This is an optimization exercise on Yosys and OpenROAD, whose aim is small area, a short achievable clock period and few clock cycles per item, not a production implementation. In this exercise RTL edits were held to simulation tests only and were not proved equivalent to the original. Power figures rest on the tool's default switching activity, not on a simulated workload.

Design dual_window_average_balance, start of the top module:
module dual_window_average_balance (
    input  logic                                clk,
    input  logic                                rst_n,
    input  logic                                in_valid,
    output logic                                in_ready,
    input  logic [11:0]                         in_sample,
    input  logic                                in_last,
    output logic                                out_valid,
    input  logic                                out_ready,
    output logic [12:0]                         out_balance,
    input  logic                                cfg_wen,
    input  logic [dwab_pkg::CFG_INDEX_BITS-1:0] cfg_index,
    input  logic [dwab_pkg::CFG_BITS-1:0]       cfg_data
);
    localparam int DEPTH = 64;
    logic [6:0] long_window_reg, short_window_reg;
    logic [6:0] long_c, short_c, st;
    logic [5:0] lt1, st1;                
    logic       cfg_wen_d;
    function automatic logic [6:0] clamp_len(input logic [6:0] v);
        if (v == 7'd0)
            clamp_len = 7'd1;
        else if (v > 7'd64)
            clamp_len = 7'd64;
        else
            clamp_len = v;
    endfunction
    assign long_c  = clamp_len(long_window_reg);
    assign short_c = clamp_len(short_window_reg);
    assign st      = (short_c > long_c) ? long_c : short_c;
    always_ff @(posedge clk or negedge rst_n)
    begin
        if (!rst_n)
        begin
            long_window_reg  <= LONG_WINDOW_RESET;
            short_window_reg <= SHORT_WINDOW_RESET;
            lt1              <= 6'(LONG_WINDOW_RESET - 7'd1);
            st1              <= 6'(SHORT_WINDOW_RESET - 7'd1);
  ...
make LEC_CHECK=0 CAP_MARGIN=20 CORE_MARGIN=2 CORE_UTILIZATION=40 CTS_CLUSTER_DIAMETER=100 CTS_CLUSTER_SIZE=22 PLACE_DENSITY=0.75 SETUP_SLACK_MARGIN=2.6 SLEW_MARGIN=20 finish   # period 6.0 ns
run.sh (not shown) runs the stock make flow with config.mk's settings and CLKGATE_MAP_FILE= SYNTH_SCRIPT=/design/flow/synth_recipe.tcl, a recipe that flattens the netlist after the stock synthesis.
Testbench counts at the start, summed over its fixed seeds: cycles 22,243, samples 19,200.
Then changed:
PLACE_DENSITY = unset   (was 0.75)
After rerunning:
- The new run finished with timing, DRC and antenna clean
- final cell count is about the same
- worst setup slack improved by 0.079 ns
- non-clock buffer count came out lower by 19
- wire length rises by 1.1%
- core utilization goes down by 0.11 points
- final area is about the same
- sequential power stays flat
- synthesized cell count is unchanged
- clock skew grows by 0.022 ns

dual_window_average_balance, a different RTL version from the one above (not shown whole).
Size: about 6,200 cells after synthesis, about 1,400 flip-flops, about 41 I/O pins.
==> flow/design.v (excerpt) <==
module dual_window_average_balance (
    input  logic                                clk,
    input  logic                                rst_n,
    input  logic                                in_valid,
    output logic                                in_ready,
    input  logic [11:0]                         in_sample,
    input  logic                                in_last,
    output logic                                out_valid,
    input  logic                                out_ready,
    output logic [12:0]                         out_balance,
    input  logic                                cfg_wen,
    input  logic [dwab_pkg::CFG_INDEX_BITS-1:0] cfg_index,
    input  logic [dwab_pkg::CFG_BITS-1:0]       cfg_data
);
clock: 6.0 ns
lec_check: 0
cap_margin: 20
core_margin: 2
core_utilization: 40
setup_slack_margin: 2.6
slew_margin: 20
The baseline passed the timing, DRC and antenna checks.
Testbench counts at the start, summed over its fixed seeds: cycles 22,349, samples 19,200.
Change:
CTS_CLUSTER_DIAMETER = 100   (was not set)
CTS_CLUSTER_SIZE = 22   (was not set)
Effect: Sequential share of layout area came out higher by 1.7 points. Synthesized area stays the same. Register-to-register slack degrades by 0.03 ns. First-iteration DRC count came out lower slightly. Worst hold slack improves by 0.0099 ns. Flip-flop and latch count stays the same.

oak:
Another version of the RTL of dual_window_average_balance (not shown whole).
Size in the first run: about 5,400 cells after synthesis, about 41 I/O pins, roughly 66,000 um2 of cells after synthesis.
clock: 6.0 ns
lec_check: 0
cap_margin: 20
core_margin: 2
core_utilization: 40
slew_margin: 20
Testbench counts of oak, summed over its fixed seeds: cycles 22,324, samples 19,200.
What pine does differently from oak at the input level:
Settings: ABC_CLOCK_PERIOD_IN_PS newly set to 2500; SETUP_SLACK_MARGIN newly set to 3.2.
--- outcome ---
When the final numbers for oak and pine were put side by side, the number of global-route vias before repair turned out to be smaller in oak. Lower worst hold slack goes to pine over oak. ~same CTS clock-pin slew for the worst setup and hold paths in oak and pine. On total power, the lower figure sits with oak, not pine. Re final worst-path cycle share: oak and pine aren't equal, and the lower value belongs to pine. In the final reports, the cell area of pine is larger than that of oak. Summary: with oak as the reference, total met2 wirelength after detailed routing in pine moved up by more than 10%. Re count of clock-buffer cells in the layout: oak and pine aren't equal, and the lower value belongs to pine.

-- static timing again, ports no longer ideal --
The results above use ideal ports. As a check the final layouts listed here were re-extracted and re-timed, cells and wires unchanged.
Step 1, drivers: a clkbuf_16 drives clk and a buf_2 each remaining input, both assumed.
Step 2 adds t to the input delays and takes it off the output delays; t is the mean of the earliest and latest rising clock arrival at the registers after step 1. Input paths then give back, and output paths get back, about the clock's delay inside the block.
a / b / c = no drivers / after step 1 / after step 2; a / b = the first two.
| run | shift t [ns] | setup WS [ns] | worst hold slack (ns) |
|---|---|---|---|
| the first run of note 1 | 0.853 | 2.411 / 2.411 / 2.411 | 0.345 / 0.345 / 0.345 |
| the second run of note 1 | 0.838 | 2.490 / 2.490 / 2.490 | 0.339 / 0.339 / 0.339 |
| the first run of note 2 | 0.901 | 2.401 / 2.401 / 2.401 | 0.332 / 0.332 / 0.332 |
| the second run of note 2 | 0.858 | 2.366 / 2.366 / 2.366 | 0.342 / 0.342 / 0.342 |
| oak | 0.865 | 0.647 / 0.647 / 0.647 | 0.416 / 0.384 / 0.416 |
| pine | 0.863 | 1.697 / 1.697 / 1.697 | 0.393 / 0.356 / 0.393 |
After both steps setup and hold are still met in every run listed.
